This is an optimization exercise on Yosys and OpenROAD, whose aim is small area, a short achievable clock period and few clock cycles per item, not a production implementation. Only simulation tests tie the RTL to the original design; equivalence was not proved.

## P
==> module apb_crc_mc, before the edit <==
module apb_crc_mc #(
  parameter int DATA_WIDTH = 32,
  parameter int ADDR_WIDTH = 32,
  parameter int NUM_CH     = 4,
  parameter int CRC_WIDTH  = 32,
  parameter int FIFO_DEPTH = 4
) (
  input  logic                  clk,
  input  logic                  rstn,
  input  logic [ADDR_WIDTH-1:0] s_paddr,
  input  logic [DATA_WIDTH-1:0] s_pwdata,
  output logic [DATA_WIDTH-1:0] s_prdata,
  output logic                  s_pslverr,
  input  logic                  s_pwrite,
  input  logic                  s_psel,
  input  logic                  s_penable,
  output logic                  s_pready,
  input  logic [3:0]            s_pstrb
);
  logic [31:0] poly_r   [0:3];
  logic [31:0] init_r   [0:3];
  logic [31:0] xorout_r [0:3];
  logic [31:0] crc_r    [0:3];
  logic        refin_r  [0:3];
  logic        refout_r [0:3];
  logic        setup_s, ch_ok_s, err_s, is_res_s;
  logic [1:0]  ch_s;
  logic [4:0]  off_s;
  logic [31:0] rd_s, res_s, crc_s;
  assign setup_s  = s_psel & ~s_penable;
  assign ch_s     = s_paddr[6:5];
  assign off_s    = s_paddr[4:0];
  assign ch_ok_s  = ~s_paddr[7];
  assign is_res_s = (off_s == apb_crc_mc_pkg::OFF_RESULT);
  always_comb begin
    case (off_s)
      apb_crc_mc_pkg::OFF_CTRL, apb_crc_mc_pkg::OFF_POLY, apb_crc_mc_pkg::OFF_INIT,
      apb_crc_mc_pkg::OFF_XOROUT, apb_crc_mc_pkg::OFF_DATA:
        err_s = ~ch_ok_s;
      apb_crc_mc_pkg::OFF_RESULT, apb_crc_mc_pkg::OFF_STATUS:
        err_s = ~ch_ok_s | s_pwrite;
      default:
        err_s = 1'b1;
    endcase
  end
  logic [31:0] wb_r;
  logic [1:0]  wb_ch;
  logic        wb_v;
  assign crc_s = (wb_v && wb_ch == ch_s) ? wb_r : crc_r[ch_s];
  assign res_s = (refout_r[ch_s] ? apb_crc_mc_pkg::rev32(crc_s) : crc_s) ^ xorout_r[ch_s];
  always_comb begin
    rd_s = 32'd0;
    if (!err_s) begin
      case (off_s)
        apb_crc_mc_pkg::OFF_CTRL:   rd_s = {29'd0, refout_r[ch_s], refin_r[ch_s], 1'b0};
        apb_crc_mc_pkg::OFF_POLY:   rd_s = poly_r[ch_s];
        apb_crc_mc_pkg::OFF_INIT:   rd_s = init_r[ch_s];
        apb_crc_mc_pkg::OFF_XOROUT: rd_s = xorout_r[ch_s];
        apb_crc_mc_pkg::OFF_RESULT: rd_s = res_s;
        default:                    rd_s = 32'd0;
      endcase
    end
  end
  logic [3:0]  a_strb;
  logic [1:0]  a_ch;
  logic        a_ctrl, a_poly, a_init, a_xor, a_dat;
  always_ff @(posedge clk) begin
    a_strb <= s_pstrb;
    a_ch   <= ch_s;
    a_ctrl <= s_pwrite & ~err_s & (off_s == apb_crc_mc_pkg::OFF_CTRL);
    a_poly <= s_pwrite & ~err_s & (off_s == apb_crc_mc_pkg::OFF_POLY);
    a_init <= s_pwrite & ~err_s & (off_s == apb_crc_mc_pkg::OFF_INIT);
    a_xor  <= s_pwrite & ~err_s & (off_s == apb_crc_mc_pkg::OFF_XOROUT);
    a_dat  <= s_pwrite & ~err_s & (off_s == apb_crc_mc_pkg::OFF_DATA);
  end
  logic        acc_r, eng_go_r, eng_two_r, rdy_r, err_r;
  logic [15:0] eng_d_r, eng_q_r;
  logic [31:0] eng_c_r, eng_p_r;
  logic [31:0] eng_crc;
  logic [31:0] rdata_r;
  logic        wr_dat_s;
  logic [1:0]  ln_s;
  logic [15:0] ln_d_s;
  assign wr_dat_s = s_pwrite & ~err_s & (off_s == apb_crc_mc_pkg::OFF_DATA);
  assign ln_s     = acc_r ? s_pstrb[3:2] : s_pstrb[1:0];
  assign ln_d_s   = acc_r ? s_pwdata[31:16] : s_pwdata[15:0];
  always_ff @(posedge clk or negedge rstn) begin
    if (!rstn) begin
      acc_r    <= 1'b0;
      eng_go_r <= 1'b0;
      rdy_r    <= 1'b0;
    end else begin
      acc_r    <= setup_s;
      eng_go_r <= (setup_s | (acc_r & a_dat)) & wr_dat_s & (|ln_s);
      rdy_r    <= ~(setup_s & ~s_pwrite & is_res_s & eng_go_r & (ch_s == a_ch));
    end
  end
  always_ff @(posedge clk) begin
    rdata_r   <= rd_s;
    err_r     <= err_s;
    eng_two_r <= &ln_s;
    eng_q_r   <= apb_crc_mc_pkg::qinv(poly_r[ch_s]);
    eng_p_r   <= poly_r[ch_s];
    eng_c_r   <= (eng_go_r && (acc_r || ch_s == a_ch)) ? eng_crc : crc_s;
    eng_d_r   <= apb_crc_mc_pkg::lanes(ln_d_s[7:0], ln_s[1] ? ln_d_s[15:8] : ln_d_s[7:0],
                                       refin_r[ch_s]);
  end
  assign s_prdata  = rdata_r;
  assign s_pslverr = err_r;
  assign s_pready  = rdy_r;
  assign eng_crc = apb_crc_mc_pkg::crc_fold(eng_c_r, eng_p_r, eng_q_r, eng_d_r, eng_two_r);
  logic ld_init_crc_s;
  assign ld_init_crc_s = acc_r & a_ctrl & s_pwdata[0];
  always_ff @(posedge clk or negedge rstn) begin
    if (!rstn) wb_v <= 1'b0;
    else       wb_v <= eng_go_r | ld_init_crc_s;
  end
  always_ff @(posedge clk) begin
    wb_r  <= ld_init_crc_s ? init_r[ch_s] : eng_crc;
    wb_ch <= a_ch;
  end
  logic [31:0] wd_s, wbd_s;
  logic        ld_ctrl_s [0:3], ld_poly_s [0:3], ld_init_s [0:3], ld_xor_s [0:3], ld_crc_s [0:3];
  assign wd_s  = s_pwdata & {32{rstn}};
  assign wbd_s = wb_r & {32{rstn}};
  always_comb begin
    for (int c = 0; c < 4; c++) begin
      ld_ctrl_s[c] = ~rstn | (acc_r & a_ctrl & (a_ch == c));
      ld_poly_s[c] = ~rstn | (acc_r & a_poly & (a_ch == c));
      ld_init_s[c] = ~rstn | (acc_r & a_init & (a_ch == c));
      ld_xor_s[c]  = ~rstn | (acc_r & a_xor & (a_ch == c));
      ld_crc_s[c]  = ~rstn | (wb_v & (wb_ch == c));
    end
  end
  always_ff @(posedge clk) begin
    for (int c = 0; c < 4; c++) begin
      if (ld_poly_s[c]) poly_r[c]   <= wd_s;
      if (ld_init_s[c]) init_r[c]   <= wd_s;
      if (ld_xor_s[c])  xorout_r[c] <= wd_s;
      if (ld_ctrl_s[c]) begin
        refin_r[c]  <= wd_s[1];
        refout_r[c] <= wd_s[2];
      end
      if (ld_crc_s[c])  crc_r[c]    <= wbd_s;
    end
  end
endmodule
export LEC_CHECK = 0
export ABC_CLOCK_PERIOD_IN_PS = 3500
export CAP_MARGIN = 20
export CORE_MARGIN = 2
export CORE_UTILIZATION = 55
export CTS_BUF_LIST = sky130_fd_sc_hd__clkbuf_16
export CTS_CLUSTER_DIAMETER = 100
export CTS_CLUSTER_SIZE = 25
export SETUP_SLACK_MARGIN = 2.0
export SLEW_MARGIN = 20
create_clock -name core_clock -period 6.0 [get_ports {clk}]
run.sh (not shown) runs the stock make flow with config.mk's settings and CLKGATE_MAP_FILE= SYNTH_SCRIPT=/design/flow/synth_recipe.tcl, a recipe that flattens the netlist after the stock synthesis.
Testbench counts of P, summed over its fixed seeds: cycles 3,849, bytes 4,655.
> inputs changed (P -> Q)
--- a/flow/design.v
+++ b/flow/design.v
@@ -98,13 +98,13 @@
   logic [31:0] crc_r    [0:3];
   logic        refin_r  [0:3];
   logic        refout_r [0:3];
   logic        setup_s, ch_ok_s, err_s, is_res_s;
   logic [1:0]  ch_s;
   logic [4:0]  off_s;
-  logic [31:0] rd_s, res_s, crc_s;
+  logic [31:0] rd_s, res_s;
   assign setup_s  = s_psel & ~s_penable;
   assign ch_s     = s_paddr[6:5];
   assign off_s    = s_paddr[4:0];
   assign ch_ok_s  = ~s_paddr[7];
   assign is_res_s = (off_s == apb_crc_mc_pkg::OFF_RESULT);
   always_comb begin
@@ -115,17 +115,13 @@
       apb_crc_mc_pkg::OFF_RESULT, apb_crc_mc_pkg::OFF_STATUS:
         err_s = ~ch_ok_s | s_pwrite;
       default:
         err_s = 1'b1;
     endcase
   end
-  logic [31:0] wb_r;
-  logic [1:0]  wb_ch;
-  logic        wb_v;
-  assign crc_s = (wb_v && wb_ch == ch_s) ? wb_r : crc_r[ch_s];
-  assign res_s = (refout_r[ch_s] ? apb_crc_mc_pkg::rev32(crc_s) : crc_s) ^ xorout_r[ch_s];
+  assign res_s = (refout_r[ch_s] ? apb_crc_mc_pkg::rev32(crc_r[ch_s]) : crc_r[ch_s]) ^ xorout_r[ch_s];
   always_comb begin
     rd_s = 32'd0;
     if (!err_s) begin
       case (off_s)
         apb_crc_mc_pkg::OFF_CTRL:   rd_s = {29'd0, refout_r[ch_s], refin_r[ch_s], 1'b0};
         apb_crc_mc_pkg::OFF_POLY:   rd_s = poly_r[ch_s];
@@ -173,50 +169,40 @@
   always_ff @(posedge clk) begin
     rdata_r   <= rd_s;
     err_r     <= err_s;
     eng_two_r <= &ln_s;
     eng_q_r   <= apb_crc_mc_pkg::qinv(poly_r[ch_s]);
     eng_p_r   <= poly_r[ch_s];
-    eng_c_r   <= (eng_go_r && (acc_r || ch_s == a_ch)) ? eng_crc : crc_s;
+    eng_c_r   <= (eng_go_r && (acc_r || ch_s == a_ch)) ? eng_crc : crc_r[ch_s];
     eng_d_r   <= apb_crc_mc_pkg::lanes(ln_d_s[7:0], ln_s[1] ? ln_d_s[15:8] : ln_d_s[7:0],
                                        refin_r[ch_s]);
   end
   assign s_prdata  = rdata_r;
   assign s_pslverr = err_r;
   assign s_pready  = rdy_r;
   assign eng_crc = apb_crc_mc_pkg::crc_fold(eng_c_r, eng_p_r, eng_q_r, eng_d_r, eng_two_r);
-  logic ld_init_crc_s;
-  assign ld_init_crc_s = acc_r & a_ctrl & s_pwdata[0];
-  always_ff @(posedge clk or negedge rstn) begin
-    if (!rstn) wb_v <= 1'b0;
-    else       wb_v <= eng_go_r | ld_init_crc_s;
-  end
-  always_ff @(posedge clk) begin
-    wb_r  <= ld_init_crc_s ? init_r[ch_s] : eng_crc;
-    wb_ch <= a_ch;
-  end
-  logic [31:0] wd_s, wbd_s;
+  logic [31:0] wd_s, crc_nx_s [0:3];
   logic        ld_ctrl_s [0:3], ld_poly_s [0:3], ld_init_s [0:3], ld_xor_s [0:3], ld_crc_s [0:3];
-  assign wd_s  = s_pwdata & {32{rstn}};
-  assign wbd_s = wb_r & {32{rstn}};
+  assign wd_s = s_pwdata & {32{rstn}};
   always_comb begin
     for (int c = 0; c < 4; c++) begin
       ld_ctrl_s[c] = ~rstn | (acc_r & a_ctrl & (a_ch == c));
       ld_poly_s[c] = ~rstn | (acc_r & a_poly & (a_ch == c));
       ld_init_s[c] = ~rstn | (acc_r & a_init & (a_ch == c));
       ld_xor_s[c]  = ~rstn | (acc_r & a_xor & (a_ch == c));
-      ld_crc_s[c]  = ~rstn | (wb_v & (wb_ch == c));
+      ld_crc_s[c]  = ~rstn | (acc_r & a_ctrl & s_pwdata[0] & (a_ch == c)) | (eng_go_r & (a_ch == c));
+      crc_nx_s[c]  = (acc_r & a_ctrl) ? (init_r[c] & {32{rstn}}) : (eng_crc & {32{rstn}});
     end
   end
   always_ff @(posedge clk) begin
     for (int c = 0; c < 4; c++) begin
       if (ld_poly_s[c]) poly_r[c]   <= wd_s;
       if (ld_init_s[c]) init_r[c]   <= wd_s;
       if (ld_xor_s[c])  xorout_r[c] <= wd_s;
       if (ld_ctrl_s[c]) begin
         refin_r[c]  <= wd_s[1];
         refout_r[c] <= wd_s[2];
       end
-      if (ld_crc_s[c])  crc_r[c]    <= wbd_s;
+      if (ld_crc_s[c])  crc_r[c]    <= crc_nx_s[c];
     end
   end
 endmodule
--- outcome ---
Diff P -> Q: total number of vias now sits higher, synthesized-area fraction occupied by adder cells stayed essentially flat, peak clock frequency supported by timing up about 2%. Delta (Q minus P): instance count on the critical path now smaller. Diff Q and P: final critical path time including I/O delays and setup higher in P. Q finished every stage and its layout cleared the timing, DRC and antenna checks. P vs Q, startpoint of the worst setup timing path: eng_d_r[9] vs eng_c_r[29].
Testbench counts of Q, summed over its fixed seeds: cycles 3,849, bytes 4,655.

Setup of 02-26:
apb_crc_mc with an RTL version that a note above also has.
For scale: about 2,800 cells after synthesis, about 660 flip-flops, about 110 I/O pins.
Design apb_crc_mc, start of the top module:
module apb_crc_mc #(
  parameter int DATA_WIDTH = 32,
  parameter int ADDR_WIDTH = 32,
  parameter int NUM_CH     = 4,
  parameter int CRC_WIDTH  = 32,
  parameter int FIFO_DEPTH = 4
) (
  input  logic                  clk,
  input  logic                  rstn,
  input  logic [ADDR_WIDTH-1:0] s_paddr,
  input  logic [DATA_WIDTH-1:0] s_pwdata,
  output logic [DATA_WIDTH-1:0] s_prdata,
  output logic                  s_pslverr,
  input  logic                  s_pwrite,
  input  logic                  s_psel,
  input  logic                  s_penable,
  output logic                  s_pready,
  input  logic [3:0]            s_pstrb
);
==> module apb_crc_mc, before the edit <==
module apb_crc_mc #(
  parameter int DATA_WIDTH = 32,
  parameter int ADDR_WIDTH = 32,
  parameter int NUM_CH     = 4,
  parameter int CRC_WIDTH  = 32,
  parameter int FIFO_DEPTH = 4
) (
  input  logic                  clk,
  input  logic                  rstn,
  input  logic [ADDR_WIDTH-1:0] s_paddr,
  input  logic [DATA_WIDTH-1:0] s_pwdata,
  output logic [DATA_WIDTH-1:0] s_prdata,
  output logic                  s_pslverr,
  input  logic                  s_pwrite,
  input  logic                  s_psel,
  input  logic                  s_penable,
  output logic                  s_pready,
  input  logic [3:0]            s_pstrb
);
  logic [31:0] poly_r   [0:3];
  logic [31:0] init_r   [0:3];
  logic [31:0] xorout_r [0:3];
  logic [31:0] crc_r    [0:3];
  logic        refin_r  [0:3];
  logic        refout_r [0:3];
  logic        setup_s, ch_ok_s, err_s, is_res_s;
  logic [1:0]  ch_s;
  logic [4:0]  off_s;
  logic [31:0] rd_s, res_s;
  assign setup_s  = s_psel & ~s_penable;
  assign ch_s     = s_paddr[6:5];
  assign off_s    = s_paddr[4:0];
  assign ch_ok_s  = ~s_paddr[7];
  assign is_res_s = (off_s == apb_crc_mc_pkg::OFF_RESULT);
  always_comb begin
    case (off_s)
      apb_crc_mc_pkg::OFF_CTRL, apb_crc_mc_pkg::OFF_POLY, apb_crc_mc_pkg::OFF_INIT,
      apb_crc_mc_pkg::OFF_XOROUT, apb_crc_mc_pkg::OFF_DATA:
        err_s = ~ch_ok_s;
      apb_crc_mc_pkg::OFF_RESULT, apb_crc_mc_pkg::OFF_STATUS:
        err_s = ~ch_ok_s | s_pwrite;
      default:
        err_s = 1'b1;
    endcase
  end
  assign res_s = (refout_r[ch_s] ? apb_crc_mc_pkg::rev32(crc_r[ch_s]) : crc_r[ch_s]) ^ xorout_r[ch_s];
  always_comb begin
    rd_s = 32'd0;
    if (!err_s) begin
      case (off_s)
        apb_crc_mc_pkg::OFF_CTRL:   rd_s = {29'd0, refout_r[ch_s], refin_r[ch_s], 1'b0};
        apb_crc_mc_pkg::OFF_POLY:   rd_s = poly_r[ch_s];
        apb_crc_mc_pkg::OFF_INIT:   rd_s = init_r[ch_s];
        apb_crc_mc_pkg::OFF_XOROUT: rd_s = xorout_r[ch_s];
        apb_crc_mc_pkg::OFF_RESULT: rd_s = res_s;
        default:                    rd_s = 32'd0;
      endcase
    end
  end
  logic [3:0]  a_strb;
  logic [1:0]  a_ch;
  logic        a_ctrl, a_poly, a_init, a_xor, a_dat;
  always_ff @(posedge clk) begin
    a_strb <= s_pstrb;
    a_ch   <= ch_s;
    a_ctrl <= s_pwrite & ~err_s & (off_s == apb_crc_mc_pkg::OFF_CTRL);
    a_poly <= s_pwrite & ~err_s & (off_s == apb_crc_mc_pkg::OFF_POLY);
    a_init <= s_pwrite & ~err_s & (off_s == apb_crc_mc_pkg::OFF_INIT);
    a_xor  <= s_pwrite & ~err_s & (off_s == apb_crc_mc_pkg::OFF_XOROUT);
    a_dat  <= s_pwrite & ~err_s & (off_s == apb_crc_mc_pkg::OFF_DATA);
  end
  logic        acc_r, eng_go_r, eng_two_r, rdy_r, err_r;
  logic [15:0] eng_d_r, eng_q_r;
  logic [31:0] eng_c_r, eng_p_r;
  logic [31:0] eng_crc;
  logic [31:0] rdata_r;
  logic        wr_dat_s;
  logic [1:0]  ln_s;
  logic [15:0] ln_d_s;
  assign wr_dat_s = s_pwrite & ~err_s & (off_s == apb_crc_mc_pkg::OFF_DATA);
  assign ln_s     = acc_r ? s_pstrb[3:2] : s_pstrb[1:0];
  assign ln_d_s   = acc_r ? s_pwdata[31:16] : s_pwdata[15:0];
  always_ff @(posedge clk or negedge rstn) begin
    if (!rstn) begin
      acc_r    <= 1'b0;
      eng_go_r <= 1'b0;
      rdy_r    <= 1'b0;
    end else begin
      acc_r    <= setup_s;
      eng_go_r <= (setup_s | (acc_r & a_dat)) & wr_dat_s & (|ln_s);
      rdy_r    <= ~(setup_s & ~s_pwrite & is_res_s & eng_go_r & (ch_s == a_ch));
    end
  end
  always_ff @(posedge clk) begin
    rdata_r   <= rd_s;
    err_r     <= err_s;
    eng_two_r <= &ln_s;
    eng_q_r   <= apb_crc_mc_pkg::qinv(poly_r[ch_s]);
    eng_p_r   <= poly_r[ch_s];
    eng_c_r   <= (eng_go_r && (acc_r || ch_s == a_ch)) ? eng_crc : crc_r[ch_s];
    eng_d_r   <= apb_crc_mc_pkg::lanes(ln_d_s[7:0], ln_s[1] ? ln_d_s[15:8] : ln_d_s[7:0],
                                       refin_r[ch_s]);
  end
  assign s_prdata  = rdata_r;
  assign s_pslverr = err_r;
  assign s_pready  = rdy_r;
  assign eng_crc = apb_crc_mc_pkg::crc_fold(eng_c_r, eng_p_r, eng_q_r, eng_d_r, eng_two_r);
  logic [31:0] wd_s, crc_nx_s [0:3];
  logic        ld_ctrl_s [0:3], ld_poly_s [0:3], ld_init_s [0:3], ld_xor_s [0:3], ld_crc_s [0:3];
  assign wd_s = s_pwdata & {32{rstn}};
  always_comb begin
    for (int c = 0; c < 4; c++) begin
      ld_ctrl_s[c] = ~rstn | (acc_r & a_ctrl & (a_ch == c));
      ld_poly_s[c] = ~rstn | (acc_r & a_poly & (a_ch == c));
      ld_init_s[c] = ~rstn | (acc_r & a_init & (a_ch == c));
      ld_xor_s[c]  = ~rstn | (acc_r & a_xor & (a_ch == c));
      ld_crc_s[c]  = ~rstn | (acc_r & a_ctrl & s_pwdata[0] & (a_ch == c)) | (eng_go_r & (a_ch == c));
      crc_nx_s[c]  = (acc_r & a_ctrl) ? (init_r[c] & {32{rstn}}) : (eng_crc & {32{rstn}});
    end
  end
  always_ff @(posedge clk) begin
    for (int c = 0; c < 4; c++) begin
      if (ld_poly_s[c]) poly_r[c]   <= wd_s;
      if (ld_init_s[c]) init_r[c]   <= wd_s;
      if (ld_xor_s[c])  xorout_r[c] <= wd_s;
      if (ld_ctrl_s[c]) begin
        refin_r[c]  <= wd_s[1];
        refout_r[c] <= wd_s[2];
      end
      if (ld_crc_s[c])  crc_r[c]    <= crc_nx_s[c];
    end
  end
endmodule
make LEC_CHECK=0 ABC_CLOCK_PERIOD_IN_PS=4000 CAP_MARGIN=20 CORE_MARGIN=2 CORE_UTILIZATION=55 SETUP_SLACK_MARGIN=1.5 SLEW_MARGIN=20 finish   # period 6.0 ns
Testbench counts of 02-26, summed over its fixed seeds: cycles 3,849, bytes 4,655.
diff inputs: 02-26 => 03-09
-- flow/design.v --
<<< 02-26, line 133
    end
  end
  logic [3:0]  a_strb;
  logic [1:0]  a_ch;
  logic        a_ctrl, a_poly, a_init, a_xor, a_dat;
  always_ff @(posedge clk) begin
    a_strb <= s_pstrb;
    a_ch   <= ch_s;
>>> 03-09, line 133
    end
  end
  logic [31:0] a_data;
  logic [3:0]  a_strb;
  logic [1:0]  a_ch;
  logic        a_ctrl, a_poly, a_init, a_xor, a_dat;
  always_ff @(posedge clk) begin
    a_data <= s_pwdata;
    a_strb <= s_pstrb;
    a_ch   <= ch_s;
<<< 02-26, line 181
  assign s_pready  = rdy_r;
  assign eng_crc = apb_crc_mc_pkg::crc_fold(eng_c_r, eng_p_r, eng_q_r, eng_d_r, eng_two_r);
  logic [31:0] wd_s, crc_nx_s [0:3];
  logic        ld_ctrl_s [0:3], ld_poly_s [0:3], ld_init_s [0:3], ld_xor_s [0:3], ld_crc_s [0:3];
  assign wd_s = s_pwdata & {32{rstn}};
  always_comb begin
    for (int c = 0; c < 4; c++) begin
      ld_ctrl_s[c] = ~rstn | (acc_r & a_ctrl & (a_ch == c));
      ld_poly_s[c] = ~rstn | (acc_r & a_poly & (a_ch == c));
      ld_init_s[c] = ~rstn | (acc_r & a_init & (a_ch == c));
      ld_xor_s[c]  = ~rstn | (acc_r & a_xor & (a_ch == c));
      ld_crc_s[c]  = ~rstn | (acc_r & a_ctrl & s_pwdata[0] & (a_ch == c)) | (eng_go_r & (a_ch == c));
      crc_nx_s[c]  = (acc_r & a_ctrl) ? (init_r[c] & {32{rstn}}) : (eng_crc & {32{rstn}});
    end
  end
  always_ff @(posedge clk) begin
    for (int c = 0; c < 4; c++) begin
      if (ld_poly_s[c]) poly_r[c]   <= wd_s;
      if (ld_init_s[c]) init_r[c]   <= wd_s;
      if (ld_xor_s[c])  xorout_r[c] <= wd_s;
      if (ld_ctrl_s[c]) begin
        refin_r[c]  <= wd_s[1];
        refout_r[c] <= wd_s[2];
      end
      if (ld_crc_s[c])  crc_r[c]    <= crc_nx_s[c];
    end
  end
>>> 03-09, line 183
  assign s_pready  = rdy_r;
  assign eng_crc = apb_crc_mc_pkg::crc_fold(eng_c_r, eng_p_r, eng_q_r, eng_d_r, eng_two_r);
  always_ff @(posedge clk) begin
    for (int c = 0; c < 4; c++) begin
      if (!rstn) begin
        poly_r[c]   <= 32'd0;
        init_r[c]   <= 32'd0;
        xorout_r[c] <= 32'd0;
        crc_r[c]    <= 32'd0;
        refin_r[c]  <= 1'b0;
        refout_r[c] <= 1'b0;
      end else begin
        if (acc_r && a_ch == c) begin
          if (a_poly) poly_r[c] <= a_data;
          if (a_init) init_r[c]   <= a_data;
          if (a_xor)  xorout_r[c] <= a_data;
          if (a_ctrl) begin
            refin_r[c]  <= a_data[1];
            refout_r[c] <= a_data[2];
          end
        end
        if (acc_r && a_ctrl && a_data[0] && a_ch == c) begin
          crc_r[c] <= init_r[c];
        end else if (eng_go_r && a_ch == c) begin
          crc_r[c] <= eng_crc;
        end
      end
    end
  end
Results
Taking 02-26 as the reference, in 03-09 chip width now sits higher; async set or reset register ratio after synthesis now sits at about the same level. From 02-26 to 03-09 the numbers moved as follows: cell depth of the worst flop-to-flop path higher. For the count of clock-buffer cells in the layout, 03-09 came in 6 higher than 02-26 did. Number of enable flip-flop cells after synthesis, 03-09 and 02-26: larger value in 02-26.
Testbench counts of 03-09, summed over its fixed seeds: cycles 3,849, bytes 4,655.

afterwards: timing with drivers on the ports:
The results above use ideal ports. As a check the final layouts listed here were re-extracted and re-timed, cells and wires unchanged. Step 1: set_driving_cell puts a clkbuf_16 on clk and a buf_2 on each other input, an assumption about the parent block. Step 2, shift: input delay + t, output delay - t, t = (earliest + latest rising clock arrival at the registers) / 2. This alone moves slack from input paths to output paths. a / b / c = ideal ports / drivers / drivers and shift; a / b = the first two.
| run | t (ns) | setup WS [ns] | worst setup path after step 2 |
|---|---|---|---|
| P | 0.633 | 2.022 / 2.022 / 1.582 | input to register |
| Q | 0.677 | 2.101 / 2.101 / 1.618 | input to register |
| 02-26 | 0.674 | 1.678 / 1.678 / 1.678 | register to register |
| 03-09 | 0.699 | 1.620 / 1.620 / 1.451 | input to register |
After both steps every run listed still meets setup and hold. For Q, which loses most, drivers alone change the setup slack by 0.000 ns; drivers and shift together by -0.483 ns.
